This is an optimization exercise on Yosys and OpenROAD, whose aim is small area, a short achievable clock period and few clock cycles, not a production implementation. RTL that was checked went through simulation tests only; none was proved equivalent to the original.

==> try-maple: inputs <==
==> flow/design.v <==
package pentary_pkg;
    localparam logic [2:0] NEG2 = 3'd0;
    localparam logic [2:0] NEG1 = 3'd1;
    localparam logic [2:0] ZERO = 3'd2;
    localparam logic [2:0] POS1 = 3'd3;
    localparam logic [2:0] POS2 = 3'd4;
    function automatic logic code_valid(input logic [2:0] code);
        code_valid = code <= POS2;
    endfunction
    function automatic logic [2:0] to_sm(input logic [2:0] code);
        case (code)
            NEG2:    to_sm = 3'b110;
            NEG1:    to_sm = 3'b101;
            POS1:    to_sm = 3'b001;
            POS2:    to_sm = 3'b010;
            default: to_sm = 3'b000;
        endcase
    endfunction
endpackage
module crossbar_cell_array
#(
    parameter int ROWS = 16,
    parameter int COLS = 16,
    parameter int RAW  = 4,
    parameter int CAW  = 4
) (
    input  logic                   clk,
    input  logic                   reset,
    input  logic                   lvl_we,      
    input  logic                   stk_we,      
    input  logic [RAW-1:0]         wr_row,
    input  logic [CAW-1:0]         wr_col,
    input  logic [2:0]             wr_level,    
    output logic [ROWS*COLS*3-1:0] levels,      
    output logic [ROWS*COLS-1:0]   stucks       
);
    logic [ROWS-1:0] lrow, srow;
    logic [COLS-1:0] col;
    logic [2:0]      bus;
    always_comb begin
        for (int r = 0; r < ROWS; r++) begin
            lrow[r] = lvl_we & (wr_row == RAW'(r));
            srow[r] = stk_we & (wr_row == RAW'(r));
        end
        for (int c = 0; c < COLS; c++) col[c] = wr_col == CAW'(c);
        bus = reset ? 3'b000 : wr_level;
    end
    always_ff @(posedge clk) begin
        for (int r = 0; r < ROWS; r++) begin
            for (int c = 0; c < COLS; c++) begin
                if (reset | (lrow[r] & col[c] & ~stucks[r*COLS+c]))
                    levels[(r*COLS+c)*3 +: 3] <= bus;
                stucks[r*COLS+c] <= ~reset & (stucks[r*COLS+c] | (srow[r] & col[c]));
            end
        end
    end
endmodule
module pentary_crossbar_ctrl_v2
#(
    parameter int ROWS       = 16,
    parameter int COLS       = 16,
    parameter int ACC_W      = 6,
    parameter int MAX_PULSES = 4,
    localparam int RAW  = $clog2(ROWS),
    localparam int CAW  = (COLS > 1) ? $clog2(COLS) : 1,
    localparam int CNTW = $clog2(COLS + 1)
) (
    input  logic                  clk,
    input  logic                  reset,
    input  logic [RAW-1:0]        write_row,
    input  logic [CAW-1:0]        write_col,
    input  logic [2:0]            write_data,
    input  logic                  write_enable,
    input  logic                  inject_stuck,
    input  logic                  compute_enable,
    input  logic [ROWS*3-1:0]     input_vector,
    output logic [COLS*ACC_W-1:0] output_vector,
    output logic                  out_valid,
    output logic                  sat,
    input  logic                  calibrate_enable,
    input  logic [RAW-1:0]        calibrate_row,
    output logic                  calibration_done,
    output logic [CNTW-1:0]       cal_bad_count,
    output logic                  write_done,
    output logic                  write_fail,
    output logic                  ready,
    output logic                  error,
    output logic [7:0]            error_count
);
    localparam int KR  = 4;                  
    localparam int NCH = ROWS / KR;          
    localparam int AW  = $clog2(NCH);
    logic [AW-1:0] ph;                       
    logic          busy;
    logic          acc_wr, acc_inj, acc_cmp, acc_cal;
    assign busy    = ph != '0;
    assign ready   = ~busy;
    assign acc_wr  = ~busy & write_enable & ~inject_stuck;
    assign acc_inj = ~busy & write_enable &  inject_stuck;
    assign acc_cmp = ~busy & ~write_enable & compute_enable;
    assign acc_cal = ~busy & ~write_enable & ~compute_enable & calibrate_enable;
    logic                   wvalid;
    logic [2:0]             enc;
    logic [ROWS*COLS*3-1:0] levels;
    logic [ROWS*COLS-1:0]   stucks;
    assign wvalid = pentary_pkg::code_valid(write_data);
    assign enc    = pentary_pkg::to_sm(write_data);
    crossbar_cell_array #(
        .ROWS(ROWS), .COLS(COLS), .RAW(RAW), .CAW(CAW)
    ) u_cells (
        .clk      (clk),
        .reset    (reset),
        .lvl_we   (acc_wr & wvalid),
        .stk_we   (acc_inj),
        .wr_row   (write_row),
        .wr_col   (write_col),
        .wr_level (enc),
        .levels   (levels),
        .stucks   (stucks)
    );
    logic [COLS*4-1:0] rows [ROWS];          
    logic [COLS*4-1:0] grp  [KR];            
    logic [COLS*4-1:0] wrow;                 
    logic [COLS-1:0]   srows [ROWS];         
    logic [COLS-1:0]   crow;                 
    always_comb begin
        for (int r = 0; r < ROWS; r++) begin
            for (int c = 0; c < COLS; c++) begin
                rows[r][c*4 +: 3] = levels[(r*COLS + c)*3 +: 3];
                rows[r][c*4 + 3]  = stucks[r*COLS + c];
            end
        end
        for (int b = 0; b < KR; b++) grp[b] = rows[int'(ph)*KR + b];
        wrow = rows[write_row];
        for (int r = 0; r < ROWS; r++) srows[r] = stucks[r*COLS +: COLS];
        crow = srows[calibrate_row];
    end
    logic [3:0]      cells [COLS];
    logic [2:0]      rd_level;
    logic            rd_stuck;
    logic            wr_ok;
    always_comb begin
        for (int c = 0; c < COLS; c++) cells[c] = wrow[c*4 +: 4];
        {rd_stuck, rd_level} = cells[write_col];
    end
    assign wr_ok = wvalid & (~rd_stuck | (rd_level == enc));
    logic [1:0]      pc2 [8];
    logic [2:0]      pc4 [4];
    logic [3:0]      pc8 [2];
    logic [CNTW-1:0] cal_cnt;
    always_comb begin
        for (int i = 0; i < 8; i++) pc2[i] = 2'(crow[2*i]) + 2'(crow[2*i+1]);
        for (int i = 0; i < 4; i++) pc4[i] = 3'(pc2[2*i]) + 3'(pc2[2*i+1]);
        for (int i = 0; i < 2; i++) pc8[i] = 4'(pc4[2*i]) + 4'(pc4[2*i+1]);
        cal_cnt = CNTW'(pc8[0]) + CNTW'(pc8[1]);
    end
    logic [KR*3-1:0]        xc;              
    logic [(ROWS-KR)*3-1:0] x_q;             
    logic [ROWS*3-1:0]      xin;
    always_comb begin
        for (int i = 0; i < ROWS; i++) xin[i*3 +: 3] = pentary_pkg::to_sm(input_vector[i*3 +: 3]);
    end
    assign xc = busy ? x_q[KR*3-1:0] : xin[KR*3-1:0];
    always_ff @(posedge clk) begin
        if (busy) x_q <= x_q >> (3*KR);
        else      x_q <= xin[ROWS*3-1:KR*3];
    end
    logic [5:0]      acc_q [COLS];
    logic [5:0]      res   [COLS];
    logic [COLS-1:0] csat;
    genvar gc, gi;
    generate
        for (gc = 0; gc < COLS; gc++) begin : g_col
            logic [5:0]    u [KR+1];
            logic [KR-1:0] st;
            assign u[0] = busy ? acc_q[gc] : 6'd32;
            for (gi = 0; gi < KR; gi++) begin : g_stage
                logic [2:0] w, x;
                logic       e1, e2, e4, ng;
                logic [5:0] a;
                logic [6:0] c;
                assign w  = grp[gi][gc*4 +: 3];
                assign x  = xc[gi*3 +: 3];
                assign e1 = w[0] & x[0];
                assign e2 = (w[0] & x[1]) | (w[1] & x[0]);
                assign e4 = w[1] & x[1];
                assign ng = w[2] ^ x[2];
                assign a    = u[gi] ^ {6{ng}};
                assign c[0] = e1;
                assign c[1] = (e1 & a[0]) | e2;
                assign c[2] = (c[1] & a[1]) | e4;
                for (genvar b = 3; b <= 6; b++) begin : g_c
                    assign c[b] = c[b-1] & a[b-1];
                end
                assign st[gi]  = c[6];
                assign u[gi+1] = c[6] ? {6{~ng}} : (u[gi] ^ c[5:0]);
            end
            assign res[gc]  = u[KR];
            assign csat[gc] = |st;
        end
    endgenerate
    logic sat_q;
    logic last;
    assign last = ph == AW'(NCH - 1);
    always_ff @(posedge clk) begin
        if (reset)        ph <= '0;
        else if (acc_cmp) ph <= AW'(1);
        else if (busy)    ph <= ph + AW'(1);
    end
    always_ff @(posedge clk) begin
        for (int c = 0; c < COLS; c++) acc_q[c] <= res[c];
        sat_q <= (busy & sat_q) | (|csat);
    end
    always_ff @(posedge clk) begin
        if (reset) begin
            write_done       <= 1'b0;
            write_fail       <= 1'b0;
            out_valid        <= 1'b0;
            calibration_done <= 1'b0;
            output_vector    <= '0;
            sat              <= 1'b0;
            cal_bad_count    <= '0;
            error            <= 1'b0;
            error_count      <= '0;
        end else begin
            write_done       <= acc_wr & wr_ok;
            write_fail       <= acc_wr & ~wr_ok;
            out_valid        <= last;
            calibration_done <= acc_cal;
            if (acc_wr & ~wr_ok) begin
                error <= 1'b1;
                if (error_count != 8'hFF) error_count <= error_count + 8'd1;
            end
            if (last) begin
                sat <= sat_q | (|csat);
                for (int c = 0; c < COLS; c++)
                    output_vector[c*ACC_W +: ACC_W] <= {~res[c][5], res[c][4:0]};
            end
            if (acc_cal) cal_bad_count <= cal_cnt;
        end
    end
endmodule
==> flow/run.sh <==
#!/bin/bash
# synth_recipe.tcl (not shown) runs the flow's synth.tcl, then flattens the netlist and writes it again
# the make line also repeats each setting of config.mk as NAME=value (left out here)
make -C /OpenROAD-flow-scripts/flow DESIGN_CONFIG=/design/flow/config.mk WORK_HOME=/design/flow/orfs CLKGATE_MAP_FILE= SYNTH_SCRIPT=/design/flow/synth_recipe.tcl finish
==> flow/config.mk <==
export PLATFORM = sky130hd
export DESIGN_NAME = pentary_crossbar_ctrl_v2
export DESIGN_NICKNAME = pentary_crossbar_ctrl_v2
export VERILOG_FILES = /design/flow/design.v
export SDC_FILE = /design/flow/constraint.sdc
export NUM_CORES = 4
export LEC_CHECK = 0
export ABC_AREA = 1
export CAP_MARGIN = 20
export CORE_MARGIN = 2
export CORE_UTILIZATION = 40
export SETUP_SLACK_MARGIN = 4
export SLEW_MARGIN = 20
==> flow/constraint.sdc <==
create_clock -name core_clock -period 10.0 [get_ports {clk}]
set_input_delay 2.0000 -clock core_clock [delete_from_list [all_inputs] [get_ports {clk}]]
set_output_delay 2.0000 -clock core_clock [all_outputs]
set_load 0.01 [all_outputs]
==> try-harbor (differences from try-maple) <==
==> flow/design.v, changed modules only <==
module pentary_crossbar_ctrl_v2
#(
    parameter int ROWS       = 16,
    parameter int COLS       = 16,
    parameter int ACC_W      = 6,
    parameter int MAX_PULSES = 4,
    localparam int RAW  = $clog2(ROWS),
    localparam int CAW  = (COLS > 1) ? $clog2(COLS) : 1,
    localparam int CNTW = $clog2(COLS + 1)
) (
    input  logic                  clk,
    input  logic                  reset,
    input  logic [RAW-1:0]        write_row,
    input  logic [CAW-1:0]        write_col,
    input  logic [2:0]            write_data,
    input  logic                  write_enable,
    input  logic                  inject_stuck,
    input  logic                  compute_enable,
    input  logic [ROWS*3-1:0]     input_vector,
    output logic [COLS*ACC_W-1:0] output_vector,
    output logic                  out_valid,
    output logic                  sat,
    input  logic                  calibrate_enable,
    input  logic [RAW-1:0]        calibrate_row,
    output logic                  calibration_done,
    output logic [CNTW-1:0]       cal_bad_count,
    output logic                  write_done,
    output logic                  write_fail,
    output logic                  ready,
    output logic                  error,
    output logic [7:0]            error_count
);
    localparam int KR  = 4;
    localparam int NCH = ROWS / KR;             
    localparam int PHW = (NCH > 1) ? $clog2(NCH) : 1;
    localparam int XQR = (NCH > 1) ? ROWS - KR : 1;
    logic [PHW-1:0] ph;           
    logic           idle;
    logic           acc_wr, acc_inj, acc_cmp, acc_cal;
    assign idle    = (NCH == 1) ? 1'b1 : (ph == '0);
    assign ready   = idle;
    assign acc_wr  = idle & write_enable & ~inject_stuck;
    assign acc_inj = idle & write_enable &  inject_stuck;
    assign acc_cmp = idle & ~write_enable & compute_enable;
    assign acc_cal = idle & ~write_enable & ~compute_enable & calibrate_enable;
    logic                   wvalid;
    logic [2:0]             enc;
    logic [ROWS*COLS*3-1:0] levels;
    logic [ROWS*COLS-1:0]   stucks;
    assign wvalid = pentary_pkg::code_valid(write_data);
    assign enc    = pentary_pkg::to_sm(write_data);
    crossbar_cell_array #(
        .ROWS(ROWS), .COLS(COLS), .RAW(RAW), .CAW(CAW)
    ) u_cells (
        .clk      (clk),
        .reset    (reset),
        .lvl_we   (acc_wr & wvalid),
        .stk_we   (acc_inj),
        .wr_row   (write_row),
        .wr_col   (write_col),
        .wr_level (enc),
        .levels   (levels),
        .stucks   (stucks)
    );
    logic [RAW-1:0]  rsel;
    logic [COLS*4-1:0] rows [ROWS];    
    logic [COLS*4-1:0] row;
    logic [3:0]      cells [COLS];
    logic [COLS-1:0] row_st;
    logic [2:0]      rd_level;
    logic            rd_stuck;
    logic            wr_ok;
    assign rsel = write_enable ? write_row : calibrate_row;
    always_comb begin
        for (int r = 0; r < ROWS; r++) begin
            for (int c = 0; c < COLS; c++) begin
                rows[r][c*4 +: 3] = levels[(r*COLS + c)*3 +: 3];
                rows[r][c*4 + 3]  = stucks[r*COLS + c];
            end
        end
        row = rows[rsel];
        for (int c = 0; c < COLS; c++) begin
            cells[c]  = row[c*4 +: 4];
            row_st[c] = row[c*4 + 3];
        end
        {rd_stuck, rd_level} = cells[write_col];
    end
    assign wr_ok = wvalid & (~rd_stuck | (rd_level == enc));
    logic [CNTW-1:0] cal_cnt;
    always_comb begin
        cal_cnt = '0;
        for (int c = 0; c < COLS; c++) cal_cnt = cal_cnt + CNTW'(row_st[c]);
    end
    logic [KR*3-1:0]  xc;         
    logic [XQR*3-1:0] x_q;        
    logic [KR*3-1:0]  xin;
    always_comb begin
        for (int i = 0; i < KR; i++) xin[i*3 +: 3] = pentary_pkg::to_sm(input_vector[i*3 +: 3]);
    end
    generate
        if (NCH > 1) begin : g_xq
            logic [XQR*3-1:0] xall;
            always_comb begin
                for (int i = 0; i < XQR; i++)
                    xall[i*3 +: 3] = pentary_pkg::to_sm(input_vector[(i+KR)*3 +: 3]);
            end
            assign xc = idle ? xin : x_q[KR*3-1:0];
            always_ff @(posedge clk) begin
                if (idle) x_q <= xall;
                else      x_q <= x_q >> (3*KR);
            end
        end else begin : g_noxq
            assign xc  = xin;
            assign x_q = '0;
        end
    endgenerate
    logic [5:0]      acc_q [COLS];
    logic [5:0]      res   [COLS];
    logic [COLS-1:0] csat;
    genvar gc, gi;
    generate
        for (gc = 0; gc < COLS; gc++) begin : g_col
            logic [5:0] u [KR+1];
            logic [KR-1:0] st;
            assign u[0] = (NCH > 1 && !idle) ? acc_q[gc] : 6'd32;
            for (gi = 0; gi < KR; gi++) begin : g_stage
                logic [2:0] w, x;
                logic       e1, e2, e4, ng;
                logic [5:0] a;
                logic [6:0] c;
                if (NCH > 1) begin : g_wm
                    always_comb begin
                        w = '0;
                        for (int k = 0; k < NCH; k++)
                            if (ph == PHW'(k)) w = levels[((k*KR+gi)*COLS + gc)*3 +: 3];
                    end
                end else begin : g_w1
                    assign w = levels[(gi*COLS + gc)*3 +: 3];
                end
                assign x  = xc[gi*3 +: 3];
                assign e1 = w[0] & x[0];
                assign e2 = (w[0] & x[1]) | (w[1] & x[0]);
                assign e4 = w[1] & x[1];
                assign ng = w[2] ^ x[2];
                assign a    = u[gi] ^ {6{ng}};
                assign c[0] = e1;
                assign c[1] = (e1 & a[0]) | e2;
                assign c[2] = (c[1] & a[1]) | e4;
                for (genvar b = 3; b <= 6; b++) begin : g_c
                    assign c[b] = c[b-1] & a[b-1];
                end
                assign st[gi]  = c[6];
                assign u[gi+1] = c[6] ? {6{~ng}} : (u[gi] ^ c[5:0]);
            end
            assign res[gc]  = u[KR];
            assign csat[gc] = |st;
        end
    endgenerate
    logic sat_q;
    logic last;
    assign last = (NCH == 1) ? acc_cmp : (ph == PHW'(NCH - 1));
    generate
        if (NCH > 1) begin : g_ph
            always_ff @(posedge clk) begin
                if (reset)        ph <= '0;
                else if (acc_cmp) ph <= PHW'(1);
                else if (last)    ph <= '0;
                else if (!idle)   ph <= ph + PHW'(1);
            end
            always_ff @(posedge clk) begin
                for (int c = 0; c < COLS; c++) acc_q[c] <= res[c];
                sat_q <= (idle ? 1'b0 : sat_q) | (|csat);
            end
        end else begin : g_noph
            assign ph = '0;
            always_comb begin
                for (int c = 0; c < COLS; c++) acc_q[c] = '0;
            end
            assign sat_q = 1'b0;
        end
    endgenerate
    always_ff @(posedge clk) begin
        if (reset) begin
            write_done       <= 1'b0;
            write_fail       <= 1'b0;
            out_valid        <= 1'b0;
            calibration_done <= 1'b0;
            output_vector    <= '0;
            sat              <= 1'b0;
            cal_bad_count    <= '0;
            error            <= 1'b0;
            error_count      <= '0;
        end else begin
            write_done       <= acc_wr & wr_ok;
            write_fail       <= acc_wr & ~wr_ok;
            out_valid        <= last;
            calibration_done <= acc_cal;
            if (acc_wr & ~wr_ok) begin
                error <= 1'b1;
                if (error_count != 8'hFF) error_count <= error_count + 8'd1;
            end
            if (last) begin
                sat <= sat_q | (|csat);
                for (int c = 0; c < COLS; c++)
                    output_vector[c*ACC_W +: ACC_W] <= {~res[c][5], res[c][4:0]};
            end
            if (acc_cal) cal_bad_count <= cal_cnt;
        end
    end
endmodule
--- a/flow/config.mk
+++ b/flow/config.mk
@@ -10,4 +10,3 @@
 export CORE_MARGIN = 2
 export CORE_UTILIZATION = 40
-export SETUP_SLACK_MARGIN = 4
 export SLEW_MARGIN = 20
==> try-onyx (differences from try-maple) <==
==> flow/design.v, changed modules only <==
module crossbar_cell_array
#(
    parameter int ROWS = 16,
    parameter int COLS = 16,
    parameter int RAW  = 4,
    parameter int CAW  = 4
) (
    input  logic                   clk,
    input  logic                   reset,
    input  logic                   lvl_we,      
    input  logic                   stk_we,      
    input  logic [RAW-1:0]         wr_row,
    input  logic [CAW-1:0]         wr_col,
    input  logic [2:0]             wr_level,    
    output logic [ROWS*COLS*3-1:0] levels,      
    output logic [ROWS*COLS-1:0]   stucks       
);
    logic [ROWS-1:0] lrow, srow;
    logic [COLS-1:0] col, lcol;
    logic [2:0]      bus;
    always_comb begin
        for (int r = 0; r < ROWS; r++) begin
            lrow[r] = reset | (lvl_we & (wr_row == RAW'(r)));
            srow[r] = stk_we & (wr_row == RAW'(r));
        end
        for (int c = 0; c < COLS; c++) begin
            col[c]  = wr_col == CAW'(c);
            lcol[c] = reset | col[c];
        end
        bus = reset ? 3'b000 : wr_level;
    end
    always_ff @(posedge clk) begin
        for (int r = 0; r < ROWS; r++) begin
            for (int c = 0; c < COLS; c++) begin
                if (lrow[r] & lcol[c])
                    levels[(r*COLS+c)*3 +: 3] <= bus;
                stucks[r*COLS+c] <= ~reset & (stucks[r*COLS+c] | (srow[r] & col[c]));
            end
        end
    end
endmodule
module pentary_crossbar_ctrl_v2
#(
    parameter int ROWS       = 16,
    parameter int COLS       = 16,
    parameter int ACC_W      = 6,
    parameter int MAX_PULSES = 4,
    localparam int RAW  = $clog2(ROWS),
    localparam int CAW  = (COLS > 1) ? $clog2(COLS) : 1,
    localparam int CNTW = $clog2(COLS + 1)
) (
    input  logic                  clk,
    input  logic                  reset,
    input  logic [RAW-1:0]        write_row,
    input  logic [CAW-1:0]        write_col,
    input  logic [2:0]            write_data,
    input  logic                  write_enable,
    input  logic                  inject_stuck,
    input  logic                  compute_enable,
    input  logic [ROWS*3-1:0]     input_vector,
    output logic [COLS*ACC_W-1:0] output_vector,
    output logic                  out_valid,
    output logic                  sat,
    input  logic                  calibrate_enable,
    input  logic [RAW-1:0]        calibrate_row,
    output logic                  calibration_done,
    output logic [CNTW-1:0]       cal_bad_count,
    output logic                  write_done,
    output logic                  write_fail,
    output logic                  ready,
    output logic                  error,
    output logic [7:0]            error_count
);
    localparam int KR  = 4;                  
    localparam int NCH = ROWS / KR;          
    localparam int AW  = $clog2(NCH);
    logic [NCH-1:0] ph;                      
    logic           busy;                    
    logic           cal_busy;                
    logic           idle;
    logic          acc_wr, acc_inj, acc_cmp, acc_cal;
    logic [COLS-1:0] cal_st_q;               
    assign busy    = ~ph[0];
    assign idle    = ph[0] & ~cal_busy;
    assign ready   = idle;
    assign acc_wr  = idle & write_enable & ~inject_stuck;
    assign acc_inj = idle & write_enable &  inject_stuck;
    assign acc_cmp = idle & ~write_enable & compute_enable;
    assign acc_cal = idle & ~write_enable & ~compute_enable & calibrate_enable;
    always_ff @(posedge clk) begin
        if (reset) cal_busy <= 1'b0;
        else       cal_busy <= acc_cal;
    end
    logic                   wvalid;
    logic [2:0]             enc;
    logic [2:0]             rd_level;        
    logic                   rd_stuck;
    logic [ROWS*COLS*3-1:0] levels;
    logic [ROWS*COLS-1:0]   stucks;
    assign wvalid = pentary_pkg::code_valid(write_data);
    assign enc    = pentary_pkg::to_sm(write_data);
    crossbar_cell_array #(
        .ROWS(ROWS), .COLS(COLS), .RAW(RAW), .CAW(CAW)
    ) u_cells (
        .clk      (clk),
        .reset    (reset),
        .lvl_we   (acc_wr & wvalid & ~rd_stuck),
        .stk_we   (acc_inj),
        .wr_row   (write_row),
        .wr_col   (write_col),
        .wr_level (enc),
        .levels   (levels),
        .stucks   (stucks)
    );
    logic [COLS*4-1:0] rows [ROWS];          
    logic [COLS*4-1:0] grp  [KR];            
    logic [COLS*4-1:0] wrow;                 
    logic [COLS-1:0]   srows [ROWS];         
    logic [COLS-1:0]   crow;                 
    always_comb begin
        for (int r = 0; r < ROWS; r++) begin
            for (int c = 0; c < COLS; c++) begin
                rows[r][c*4 +: 3] = levels[(r*COLS + c)*3 +: 3];
                rows[r][c*4 + 3]  = stucks[r*COLS + c];
            end
        end
        for (int b = 0; b < KR; b++) begin
            grp[b] = '0;
            for (int k = 0; k < NCH; k++) grp[b] |= rows[k*KR + b] & {(COLS*4){ph[k]}};
        end
        wrow = rows[write_row];
        for (int r = 0; r < ROWS; r++) srows[r] = stucks[r*COLS +: COLS];
        crow = srows[calibrate_row];
    end
    always_ff @(posedge clk) begin
        if (acc_cal) cal_st_q <= crow;
    end
    logic [3:0]      cells [COLS];
    logic            wr_ok;
    always_comb begin
        for (int c = 0; c < COLS; c++) cells[c] = wrow[c*4 +: 4];
        {rd_stuck, rd_level} = cells[write_col];
    end
    assign wr_ok = wvalid & (~rd_stuck | (rd_level == enc));
    logic [1:0]      pc2 [8];
    logic [2:0]      pc4 [4];
    logic [3:0]      pc8 [2];
    logic [CNTW-1:0] cal_cnt;
    always_comb begin
        for (int i = 0; i < 8; i++) pc2[i] = 2'(cal_st_q[2*i]) + 2'(cal_st_q[2*i+1]);
        for (int i = 0; i < 4; i++) pc4[i] = 3'(pc2[2*i]) + 3'(pc2[2*i+1]);
        for (int i = 0; i < 2; i++) pc8[i] = 4'(pc4[2*i]) + 4'(pc4[2*i+1]);
        cal_cnt = CNTW'(pc8[0]) + CNTW'(pc8[1]);
    end
    logic [KR*3-1:0]        xc;              
    logic [(ROWS-KR)*3-1:0] x_q;             
    logic [ROWS*3-1:0]      xin;
    always_comb begin
        for (int i = 0; i < ROWS; i++) xin[i*3 +: 3] = pentary_pkg::to_sm(input_vector[i*3 +: 3]);
    end
    assign xc = busy ? x_q[KR*3-1:0] : xin[KR*3-1:0];
    always_ff @(posedge clk) begin
        if (busy) x_q <= x_q >> (3*KR);
        else      x_q <= xin[ROWS*3-1:KR*3];
    end
    logic [5:0]      acc_q [COLS];
    logic [5:0]      res   [COLS];
    logic [COLS-1:0] csat;
    genvar gc, gi;
    generate
        for (gc = 0; gc < COLS; gc++) begin : g_col
            logic [5:0]    u [KR+1];
            logic [KR-1:0] st;
            assign u[0] = busy ? acc_q[gc] : 6'd32;
            for (gi = 0; gi < KR; gi++) begin : g_stage
                logic [2:0] w, x;
                logic       e1, e2, e4, ng;
                logic [5:0] a;
                logic [6:0] c;
                assign w  = grp[gi][gc*4 +: 3];
                assign x  = xc[gi*3 +: 3];
                assign e1 = w[0] & x[0];
                assign e2 = (w[0] & x[1]) | (w[1] & x[0]);
                assign e4 = w[1] & x[1];
                assign ng = w[2] ^ x[2];
                assign a    = u[gi] ^ {6{ng}};
                assign c[0] = e1;
                assign c[1] = (e1 & a[0]) | e2;
                assign c[2] = (c[1] & a[1]) | e4;
                for (genvar b = 3; b <= 6; b++) begin : g_c
                    assign c[b] = c[b-1] & a[b-1];
                end
                assign st[gi]  = c[6];
                assign u[gi+1] = c[6] ? {6{~ng}} : (u[gi] ^ c[5:0]);
            end
            assign res[gc]  = u[KR];
            assign csat[gc] = |st;
        end
    endgenerate
    logic sat_q;
    logic last;
    assign last = ph[NCH-1];
    always_ff @(posedge clk) begin
        if (reset)                 ph <= NCH'(1);
        else if (acc_cmp | busy)   ph <= {ph[NCH-2:0], ph[NCH-1]};
    end
    always_ff @(posedge clk) begin
        for (int c = 0; c < COLS; c++) acc_q[c] <= res[c];
        sat_q <= busy & (sat_q | (|csat));
    end
    always_ff @(posedge clk) begin
        if (reset) begin
            write_done       <= 1'b0;
            write_fail       <= 1'b0;
            out_valid        <= 1'b0;
            calibration_done <= 1'b0;
            output_vector    <= '0;
            sat              <= 1'b0;
            cal_bad_count    <= '0;
            error            <= 1'b0;
            error_count      <= '0;
        end else begin
            write_done       <= acc_wr & wr_ok;
            write_fail       <= acc_wr & ~wr_ok;
            out_valid        <= last;
            calibration_done <= cal_busy;
            if (acc_wr & ~wr_ok) begin
                error <= 1'b1;
                if (error_count != 8'hFF) error_count <= error_count + 8'd1;
            end
            if (last) begin
                sat <= sat_q | (|csat);
                for (int c = 0; c < COLS; c++)
                    output_vector[c*ACC_W +: ACC_W] <= {~res[c][5], res[c][4:0]};
            end
            if (cal_busy) cal_bad_count <= cal_cnt;
        end
    end
endmodule
--- a/flow/config.mk
+++ b/flow/config.mk
@@ -9,5 +9,6 @@
 export CAP_MARGIN = 20
 export CORE_MARGIN = 2
-export CORE_UTILIZATION = 40
+export CORE_UTILIZATION = 60
 export SETUP_SLACK_MARGIN = 4
 export SLEW_MARGIN = 20
+export TNS_END_PERCENT = 20
==> try-zinc (differences from try-maple) <==
--- a/flow/design.v
+++ b/flow/design.v
@@ -91,8 +91,8 @@
     localparam int NCH = ROWS / KR;          
     localparam int AW  = $clog2(NCH);
-    logic [AW-1:0] ph;                       
-    logic          busy;
+    logic [NCH-1:0] ph;                      
+    logic           busy;
     logic          acc_wr, acc_inj, acc_cmp, acc_cal;
-    assign busy    = ph != '0;
+    assign busy    = ~ph[0];
     assign ready   = ~busy;
     assign acc_wr  = ~busy & write_enable & ~inject_stuck;
@@ -131,5 +131,8 @@
             end
         end
-        for (int b = 0; b < KR; b++) grp[b] = rows[int'(ph)*KR + b];
+        for (int b = 0; b < KR; b++) begin
+            grp[b] = '0;
+            for (int k = 0; k < NCH; k++) grp[b] |= rows[k*KR + b] & {(COLS*4){ph[k]}};
+        end
         wrow = rows[write_row];
         for (int r = 0; r < ROWS; r++) srows[r] = stucks[r*COLS +: COLS];
@@ -202,9 +205,8 @@
     logic sat_q;
     logic last;
-    assign last = ph == AW'(NCH - 1);
-    always_ff @(posedge clk) begin
-        if (reset)        ph <= '0;
-        else if (acc_cmp) ph <= AW'(1);
-        else if (busy)    ph <= ph + AW'(1);
+    assign last = ph[NCH-1];
+    always_ff @(posedge clk) begin
+        if (reset)                 ph <= NCH'(1);
+        else if (acc_cmp | busy)   ph <= {ph[NCH-2:0], ph[NCH-1]};
     end
     always_ff @(posedge clk) begin
--- a/flow/config.mk
+++ b/flow/config.mk
@@ -9,5 +9,5 @@
 export CAP_MARGIN = 20
 export CORE_MARGIN = 2
-export CORE_UTILIZATION = 40
+export CORE_UTILIZATION = 60
 export SETUP_SLACK_MARGIN = 4
 export SLEW_MARGIN = 20
==> comparison table <==
                                                   try-zinc   try-maple  try-harbor                       try-onyx
Placed Instance Area                             0.0753 mm²  0.0786 mm²  0.0774 mm²                     0.0751 mm²
Maximum fanout along the worst path                       6           8          13                             16
Die Ht                                               350 µm      433 µm      431 µm                         349 µm
Utilization of the core after routing                 0.728       0.502       0.455                          0.716
Wirelength per Cell                                 30.0 µm     29.4 µm     27.8 µm                        27.1 µm
Filler cells                                           9030       17100       17500                           9315
Number of core rows                                     126         157         156                            126
Outcome                    no timing/DRC/antenna violations  no timing/DRC/antenna violations  no timing/DRC/antenna violations       finished with violations
Reasons for failing layout checks                         -           -           -  capacitance limit, slew limit
Final worst clock skew                            0.0518 ns   0.0468 ns   0.0322 ns                      0.0528 ns
Min-Delay Startpoint                                x_q[16]     x_q[33]     x_q[13]                        x_q[34]
Testbench counts of try-harbor, summed over its fixed seeds: cycles 6,890.
Testbench counts of try-zinc, summed over its fixed seeds: cycles 6,890.
Function not checked in try-maple and try-onyx: the RTL went through the layout flow alone.

-- afterwards: timing with drivers on the ports --
No port has a modelled driver above. Below, the same layouts with a new extraction and two added sets of constraints.
Step 1 sets driving cells, clkbuf_16 on the clock port and buf_2 on the other inputs (assumed; they add their load-dependent delay and slew).
Step 2 moves the port delays by t, midway between the first and last clock arrival at a register: inputs arrive t later, outputs are due t later. That takes back most of the time a late clock gives input paths.
Three values: ideal, step 1, step 2; two values: the first two.
run | shift t [ns] | setup slack, ns | latest minus earliest clock arrival (ns)
try-maple | 0.903 | 3.929 / 3.961 / 3.059 | 0.051 / 0.051
try-harbor | 0.903 | 1.549 / 1.611 / 0.708 | 0.033 / 0.034
try-onyx | 0.861 | 4.004 / 4.063 / 3.203 | 0.053 / 0.053
try-zinc | 0.891 | 3.930 / 3.891 / 3.000 | 0.053 / 0.053
The setup slack of try-zinc, which loses most, moves by -0.039 ns with the drivers and by -0.930 ns with both steps.
